This is an optimization exercise on Yosys and OpenROAD, whose aim is small area, not a production implementation.
The RTL was checked by simulation tests, not by an equivalence proof against the original design.
Power figures rest on the tool's default switching activity, not on a simulated workload.

## job_distributor
module job_distributor (
    input  logic             clk,
    input  logic             rst_n,
    input  logic [4*16-1:0]  fthread_config,
    input  logic             fthread_config_valid,
    input  logic [4*16-1:0]  job_config,
    input  logic             job_config_valid,
    input  logic [3:0]       job_queue_valid,
    input  logic [4*128-1:0] job_queue_data,
    output logic [3:0]       job_queue_ready,
    input  logic [57:0]      ws_base_addr,
    input  logic             ws_base_addr_valid,
    output logic [4*140-1:0] fthread_job,
    output logic [3:0]       fthread_job_valid,
    input  logic [3:0]       fthread_done
);
make LEC_CHECK=0 CAP_MARGIN=20 CORE_AREA='10 10 490 490' DIE_AREA='0 0 500 500' SLEW_MARGIN=20 finish   # period 5.0 ns
run.sh (not shown) runs the stock make flow with config.mk's settings and CLKGATE_MAP_FILE= SYNTH_SCRIPT=/design/flow/synth_recipe.tcl, a recipe that flattens the netlist after the stock synthesis.
The baseline completed without violations.
Rerun with:
==> flow/flow/run.sh (new file) <==
#!/bin/bash
# Standard ORFS layout with two changes: port buffers use the smallest
# buffer cell, and CTS inserts no dummy loads. Each tool's output goes to a
# log in the work folder (ORFS also keeps its per-step logs under orfs/logs).
set -euo pipefail
export BUFFER_PORTS_ARGS="-buffer_cell sky130_fd_sc_hd__buf_1"
export CTS_ARGS="-sink_clustering_enable -repair_clock_nets -dont_use_dummy_load -buf_list sky130_fd_sc_hd__clkbuf_4"
bash standard.sh > standard.log 2>&1
==> flow/standard.sh (new file) <==
#!/bin/bash
# synth_recipe.tcl (not shown) runs the flow's synth.tcl, then flattens the netlist and writes it again
# the make line also repeats each setting of config.mk as NAME=value (left out here)
make -C /OpenROAD-flow-scripts/flow DESIGN_CONFIG=/design/flow/config.mk WORK_HOME=/design/flow/orfs CLKGATE_MAP_FILE= SYNTH_SCRIPT=/design/flow/synth_recipe.tcl "${@:-finish}"
Settings changed: CORE_AREA 10 10 490 490 to 5 5 375 375, CTS_BUF_LIST from default to sky130_fd_sc_hd__clkbuf_4, DIE_AREA 0 0 500 500 to 0 0 380 380.
removed: flow/run.sh
What happened: With this change the flow reached the layout checks and failed them: antenna rules; hold slack degrades by 0.27 ns; worst setup slack gains 0.18 ns; fmax rises by 3.9%; clock-buffer cell count rose by 47.
Rerun with:
--- a/flow/flow/run.sh
+++ b/flow/flow/run.sh
@@ -6,3 +6,4 @@
 export BUFFER_PORTS_ARGS="-buffer_cell sky130_fd_sc_hd__buf_1"
 export CTS_ARGS="-sink_clustering_enable -repair_clock_nets -dont_use_dummy_load -buf_list sky130_fd_sc_hd__clkbuf_4"
+export PLACE_PINS_ARGS="-min_distance 1 -min_distance_in_tracks"
 bash standard.sh > standard.log 2>&1
Settings changed: CORE_AREA 5 5 375 375 to 5 5 245 245, DIE_AREA 0 0 380 380 to 0 0 250 250.
- The new run passed the timing, DRC and antenna checks
- wire length shrinks by 36%
- power came out lower by 9.2%
- maximum frequency rose by 7.9%
- critical path depth grows by 6
- sequential power fell by 13%
- hold slack improves by 0.090 ns
- flip-flop and latch count is unchanged
- setup slack improves by 0.34 ns
- first-iteration DRC count grows by 14%
Rerun with:
==> flow/flow/run.sh (replaced) <==
#!/bin/bash
# Standard ORFS layout with two changes: port buffers use the smallest
# buffer cell, and CTS inserts no dummy loads. Each tool's output goes to a
# log in the work folder (ORFS also keeps its per-step logs under orfs/logs).
set -euo pipefail
export BUFFER_PORTS_ARGS="-buffer_cell sky130_fd_sc_hd__buf_1"
export CTS_ARGS="-sink_clustering_enable -repair_clock_nets -dont_use_dummy_load"
bash standard.sh > standard.log 2>&1
Settings changed: CORE_AREA 5 5 245 245 to 10 10 490 490, CTS_BUF_LIST sky130_fd_sc_hd__clkbuf_4 to default, DIE_AREA 0 0 250 250 to 0 0 500 500.
The changed run finished with timing, DRC and antenna clean.
Core utilization shrinks by 26 points.
Global-route usage drops by 9.0 points.
Sequential cell count is unchanged.
Combinational power goes up by about a fifth.
Final area rises by about a fifth.
Worst setup slack degrades by 0.35 ns.
Cell count climbs by well over a third.
Area after synthesis stays the same.
Critical path depth came out higher by 2.

* * *

## P
job_distributor, a different RTL version from the one above (not shown whole).
Size in the first run: ~300 flip-flops, roughly 1300 I/O pins.
## job_distributor
module job_distributor (
    input  logic             clk,
    input  logic             rst_n,
    input  logic [4*16-1:0]  fthread_config,
    input  logic             fthread_config_valid,
    input  logic [4*16-1:0]  job_config,
    input  logic             job_config_valid,
    input  logic [3:0]       job_queue_valid,
    input  logic [4*128-1:0] job_queue_data,
    output logic [3:0]       job_queue_ready,
    input  logic [57:0]      ws_base_addr,
    input  logic             ws_base_addr_valid,
    output logic [4*140-1:0] fthread_job,
    output logic [3:0]       fthread_job_valid,
    input  logic [3:0]       fthread_done
);
Settings: LEC_CHECK=0, CAP_MARGIN=20, CORE_AREA=5 5 185 185, DIE_AREA=0 0 190 190, GPL_ROUTABILITY_DRIVEN=0, GPL_TIMING_DRIVEN=0, SLEW_MARGIN=20; clock period 5.0 ns.
standard.sh (not shown) runs the stock make flow with config.mk's settings and CLKGATE_MAP_FILE= SYNTH_SCRIPT=/design/flow/synth_recipe.tcl, a recipe that flattens the netlist after the stock synthesis.
==> flow/flow/run.sh <==
#!/bin/bash
# Standard ORFS layout with two changes: port buffers use the smallest
# buffer cell, and CTS inserts no dummy loads. Each tool's output goes to a
# log in the work folder (ORFS also keeps its per-step logs under orfs/logs).
set -euo pipefail
export BUFFER_PORTS_ARGS="-buffer_cell sky130_fd_sc_hd__buf_1"
export CTS_ARGS="-sink_clustering_enable -repair_clock_nets -dont_use_dummy_load -buf_list sky130_fd_sc_hd__clkbuf_4 -sink_clustering_size 10 -sink_clustering_max_diameter 40"
export PLACE_PINS_ARGS="-min_distance 1 -min_distance_in_tracks"
bash standard.sh > standard.log 2>&1
The flow did not stop early for P: all stages ran, and the layout cleared the timing, DRC and antenna checks.
The following lists how Q was set up differently from P:
Settings: GPL_ROUTABILITY_DRIVEN: 0 -> unset; GPL_TIMING_DRIVEN: 0 -> unset.
diff --git a/flow/flow/run.sh b/flow/flow/run.sh
--- a/flow/flow/run.sh
+++ b/flow/flow/run.sh
@@ -7,3 +7,4 @@
 export CTS_ARGS="-sink_clustering_enable -repair_clock_nets -dont_use_dummy_load -buf_list sky130_fd_sc_hd__clkbuf_4 -sink_clustering_size 10 -sink_clustering_max_diameter 40"
 export PLACE_PINS_ARGS="-min_distance 1 -min_distance_in_tracks"
+export RECOVER_POWER=100
 bash standard.sh > standard.log 2>&1
### Flow results
- Among Q and P, a clean, completed layout was produced by P alone.
- Completing all stages was not enough for Q: its layout failed the final checks because of capacitance limit, slew limit.
- The arrival time reported for the critical path endpoint in Q was lower than what P gave.
- Q vs. P: overall power of the completed layout lower; final-layout worst hold slack fell by 0.019 ns; y dimension of the die shows no meaningful change.
- Comparing Q and P, setup slack is lower on P.
- Against P as the reference, Q delivers a lower peak fanout along the critical path.
- Looking at startpoint of the most critical setup path, the wr_lo_inst.s_q[21] result is from Q; the q_oh[1] one comes from P.
Edits applied to the flow inputs when going from Q to R:
Settings: a change of CORE_AREA from 5 5 185 185 to 5 5 205 205; a change of DIE_AREA from 0 0 190 190 to 0 0 210 210.
==> flow/flow/run.sh <==
#!/bin/bash
# Standard ORFS layout with two changes: port buffers use the smallest
# buffer cell, and CTS inserts no dummy loads. Each tool's output goes to a
# log in the work folder (ORFS also keeps its per-step logs under orfs/logs).
set -euo pipefail
export BUFFER_PORTS_ARGS="-buffer_cell sky130_fd_sc_hd__buf_1"
export CTS_ARGS="-sink_clustering_enable -repair_clock_nets -dont_use_dummy_load -buf_list sky130_fd_sc_hd__clkbuf_8 -sink_clustering_size 16 -sink_clustering_max_diameter 50"
export PLACE_PINS_ARGS="-min_distance 1 -min_distance_in_tracks"
bash standard.sh > standard.log 2>&1
## What came out
- No stage failed in R, and the final checks on the layout all came back clean.
- Of R and Q, it is R that has the higher clock-cell share of area.
- The lower global-route wire length before repair of R and Q is in Q.
- | time the worst path needs with I/O delays and setup | R vs Q | 0.31 ns lower |

[what the ideal ports hide]
How much do the figures lean on ideal ports? The routed layouts below were timed once more, with nothing changed but the port constraints. Step 1 (the two cells are an assumption about what drives the block):
set clk [get_ports {clk}]
set_driving_cell -lib_cell sky130_fd_sc_hd__clkbuf_16 $clk
set_driving_cell -lib_cell sky130_fd_sc_hd__buf_2 [delete_from_list [all_inputs] $clk]
Step 2 moves the port delays by t, midway between the first and last clock arrival at a register: inputs arrive t later, outputs are due t later. That takes back most of the time a late clock gives input paths. Slacks: ideal / step 1 / step 2; pairs: ideal / step 1.
| run | t, ns | setup slack, ns | worst setup path after step 2 | latest minus earliest clock arrival (ns) |
|---|---|---|---|---|
| the first run of note 1 | 0.709 | 0.151 / 0.082 / -0.204 | input to register | 0.026 / 0.026 |
| the second run of note 1 | 0.916 | 0.332 / 0.278 / 0.322 | input to register | 0.133 / 0.133 |
| the third run of note 1 | 0.821 | 0.673 / 0.673 / 0.444 | input to register | 0.123 / 0.123 |
| the fourth run of note 1 | 0.680 | 0.325 / 0.306 / 0.108 | input to register | 0.076 / 0.076 |
| P | 0.680 | 0.157 / 0.157 / 0.157 | register to register | 0.081 / 0.081 |
| Q | 0.671 | 0.501 / 0.450 / 0.477 | input to register | 0.138 / 0.138 |
| R | 0.588 | 0.811 / 0.760 / 0.508 | input to register | 0.074 / 0.074 |
Met with ideal ports but missed after step 2: setup timing in the first run of note 1. For the first run of note 1, which loses most, drivers alone change the setup slack by -0.069 ns; drivers and shift together by -0.355 ns.
